What follows belongs to an exercise in optimizing a design on an open flow for small area and a short achievable clock period; a production flow would make more cautious choices. The RTL was checked by simulation tests, not by an equivalence proof against the original design. Power and IR drop assume default switching activity.

v16:
Design ex_stage_top, start of the top module:
module ex_stage_top (
	input  logic         clk,
	input  logic         rst,           
	input  logic [3:0]   dec_valid,
	input  logic [127:0] dec_pc,
	input  logic [127:0] dec_ins,
	input  logic [127:0] dec_op1,
	input  logic [127:0] dec_op2,
	input  logic [8:0]   dispatch_sel,  
	output logic [3:0]   wb_wen,
	output logic [19:0]  wb_rd,
	output logic [127:0] wb_data,
	output logic [3:0]   jump_en,
	output logic [127:0] jump_addr
);
	logic [3:0] issue;
	always_comb begin
		issue = '0;
		for (int l = 0; l < 3; l++) begin
			if (dispatch_sel[3*l +: 3] != 3'd4) issue[dispatch_sel[3*l +: 2]] = 1'b1;
		end
	end
	for (genvar t = 0; t < 4; t++) begin : g_thread
		ex_thread i_thread (
			.clk       (clk),
			.rst       (rst),
			.issue     (issue[t]),
			.dec_valid (dec_valid[t]),
			.dec_pc    (dec_pc[32*t +: 32]),
			.dec_ins   (dec_ins[32*t +: 32]),
			.dec_op1   (dec_op1[32*t +: 32]),
			.dec_op2   (dec_op2[32*t +: 32]),
			.wb_wen    (wb_wen[t]),
			.wb_rd     (wb_rd[5*t +: 5]),
			.wb_data   (wb_data[32*t +: 32]),
			.jump_en   (jump_en[t]),
			.jump_addr (jump_addr[32*t +: 32])
		);
	end
endmodule
Size in the first run: roughly 9700 cells after synthesis.
Settings: LEC_CHECK=0, CAP_MARGIN=35, CORE_MARGIN=2, CORE_UTILIZATION=30, CTS_BUF_LIST=sky130_fd_sc_hd__clkbuf_16, CTS_CLUSTER_DIAMETER=105, CTS_CLUSTER_SIZE=27, PLACE_DENSITY=0.45, SETUP_SLACK_MARGIN=0.4, SLEW_MARGIN=35, SYNTH_HIERARCHICAL=1; clock period 12.0 ns.
standard.sh (not shown) runs the stock make flow with config.mk's settings and CLKGATE_MAP_FILE= SYNTH_SCRIPT=/design/flow/synth_recipe.tcl, a recipe that flattens the netlist after the stock synthesis.
==> flow/flow/run.sh <==
#!/bin/bash
# Standard synthesis, then the standard flow's own layout with two changes: port buffers
# of a plain buffer cell (not the slow delay buffer buffer_ports picks by
# itself), and timing repair aimed at a tighter setup margin.
set -euo pipefail
bash standard.sh synth > synth.log 2>&1
bash standard.sh finish SETUP_SLACK_MARGIN=7.0 "BUFFER_PORTS_ARGS=-buffer_cell sky130_fd_sc_hd__buf_1" > layout.log 2>&1
The final layout from v16, which completed every stage, passed the timing, design-rule and antenna checks at the end of the flow.
Changes in v54 relative to v16:
Settings: a change of CTS_CLUSTER_SIZE from 27 to 24; a change of CTS_CLUSTER_DIAMETER from 105 to 95; a change of PLACE_DENSITY from 0.45 to 0.6.
- Between v54 and v16, the difference in post-layout net count is negligible.
- Going from v16 to v54, clock-buffer cell count decreased about 6.5%, number of buffers other than clock buffers in the final layout grew by 0.59%, core outline area roughly the same.
- ~same per-cell via count in the routed design in v54 and v16
- Row global-route usage over all layers: v54 lower / v16 higher
- Across both runs, fill cell total of the finished layout was higher for v54 than for v16.
- The final reports for v54 and v16 show via count lower in the former.
- Net switching power of the design went down by a few percent going from v16 to v54.
- As far as CTS clock-pin slew for the worst setup and hold paths is concerned, v54 and v16 perform about the same.
- Min wire length reported by the detailed router across v54 and v16: v54
## Diff of input files: v52 against v54
Settings: PLACE_DENSITY: 0.6 -> 0.45; CTS_CLUSTER_DIAMETER: 95 -> 105; CTS_CLUSTER_SIZE: 24 -> 27.
--- a/flow/flow/run.sh
+++ b/flow/flow/run.sh
@@ -7 +7 @@
-bash standard.sh finish SETUP_SLACK_MARGIN=7.0 "BUFFER_PORTS_ARGS=-buffer_cell sky130_fd_sc_hd__buf_1" > layout.log 2>&1
+bash standard.sh finish SETUP_SLACK_MARGIN=6.9 "BUFFER_PORTS_ARGS=-buffer_cell sky130_fd_sc_hd__buf_1" > layout.log 2>&1
## What came out
Delta (v52 minus v54): post-cts sizing count moved down, share of cell area taken by flip-flops and latches closely matched the old numbers. Between v54 and v52, worst ir drop on vdd decreased. As of v52, count of buffers not belonging to the clock network in the layout had fallen by a few percent compared to v54. A critical path capture point of jump_addr[113] is what v54 shows, while jump_addr[95] belongs to v52. Between v54 and v52, the cell area reported after detailed placement does not differ in any meaningful way. Between v54 and v52, the difference in layout overhead on the synthesized area is negligible. Sort v54 and v52 by overall via count from detail_route, ascending, and v54 comes first.
Changes in v57 relative to v52:
Settings: changing CTS_CLUSTER_SIZE from 27 to 20; changing CTS_CLUSTER_DIAMETER from 105 to 80.
--- a/flow/flow/run.sh
+++ b/flow/flow/run.sh
@@ -7 +7 @@
-bash standard.sh finish SETUP_SLACK_MARGIN=6.9 "BUFFER_PORTS_ARGS=-buffer_cell sky130_fd_sc_hd__buf_1" > layout.log 2>&1
+bash standard.sh finish SETUP_SLACK_MARGIN=7.0 "BUFFER_PORTS_ARGS=-buffer_cell sky130_fd_sc_hd__buf_2" > layout.log 2>&1
--- outcome ---
In the flow results for v57 and v52, the total number of vias is larger on v52.
Routed wire length went down slightly going from v52 to v57.
A critical path launch point of g_thread[2].i_thread.r_p[4]$_DFF_P_ is what v57 shows, while g_thread[2].i_thread.r_p[6]$_DFF_P_ belongs to v52.
v57 against v52: total power divided by cell area comparable, post-CTS setup-driven buffer insertion count now smaller.
| worst setup margin | v57 vs v52 | 0.17 ns higher |
Comparing v57 and v52, worst reg2reg path depth is higher on v52.
v52 -> v57: number of global-route vias before repair increased slightly
Summary — maximum number of pins on one net before global-route repair, v57 relative to v52: lower, by 13.
The following lists how v34 was set up differently from v57:
Settings: a change of CTS_CLUSTER_SIZE from 20 to 24; a change of CTS_CLUSTER_DIAMETER from 80 to 95.
--- a/flow/flow/run.sh
+++ b/flow/flow/run.sh
@@ -7 +7 @@
-bash standard.sh finish SETUP_SLACK_MARGIN=7.0 "BUFFER_PORTS_ARGS=-buffer_cell sky130_fd_sc_hd__buf_2" > layout.log 2>&1
+bash standard.sh finish SETUP_SLACK_MARGIN=7.0 "BUFFER_PORTS_ARGS=-buffer_cell sky130_fd_sc_hd__buf_1" > layout.log 2>&1
The run with more routed wire is v57, not v34. NOTE total power after layout v57->v34 decreased slightly. Per the final summary, v34 finished and its layout is clean on timing, DRC and antenna. Looking at wire length of the first global-routing pass across v57 and v34, the one that comes out lower is v34. Clock power (higher): v57. Run comparison: v34 capture point of the critical path jump_addr[93]; v57 capture point of the critical path wb_data[93].
diff inputs: v34 => v24
Settings: CTS_CLUSTER_DIAMETER now 105, was 95; CTS_CLUSTER_SIZE now 27, was 24.
--- a/flow/flow/run.sh
+++ b/flow/flow/run.sh
@@ -7 +7 @@
-bash standard.sh finish SETUP_SLACK_MARGIN=7.0 "BUFFER_PORTS_ARGS=-buffer_cell sky130_fd_sc_hd__buf_1" > layout.log 2>&1
+bash standard.sh finish SETUP_SLACK_MARGIN=7.3 "BUFFER_PORTS_ARGS=-buffer_cell sky130_fd_sc_hd__buf_1" > layout.log 2>&1
## What came out
Layout overhead on the synthesized area: v34 and v24 compared, higher one is v24
Setup WNS v34 -> v24: worse
When v24 is set beside v34, its final core utilization turns out to be 0.85 points larger.
v24 vs. v34: shortest period the worst path allows went up by 0.031 ns.
Delta (v24 minus v34): area after synthesis held; power per cell area went up 8.9 nW/um^2.
First-iteration DRC count delta (v24 − v34): favourable

[what the ideal ports hide]
In the flow no input, the clock included, has a driving cell. The finished layouts below were timed again as built, in two steps.
Step 1 assumes that a clkbuf_16 drives the clock port and a buf_2 every other input.
Step 2 adds t to the input delays and takes it off the output delays; t is the mean of the earliest and latest rising clock arrival at the registers after step 1. Input paths then give back, and output paths get back, about the clock's delay inside the block.
Slacks: ideal ports / drivers / drivers and shift; pairs: ideal ports / drivers.
run	t (ns)	setup slack, ns	worst register clock-pin slew, ns
v16	0.950	6.826 / 6.730 / 6.084	0.12 / 0.12
v54	0.925	6.791 / 6.699 / 6.248	0.11 / 0.11
v52	0.954	6.725 / 6.634 / 5.980	0.12 / 0.12
v57	0.918	6.894 / 6.803 / 6.104	0.09 / 0.09
v34	0.963	6.841 / 6.744 / 6.132	0.11 / 0.11
v24	0.968	6.810 / 6.702 / 6.278	0.12 / 0.12
After both steps setup and hold are still met in every run listed. For v57, which loses most, drivers alone change the setup slack by -0.091 ns; drivers and shift together by -0.790 ns.
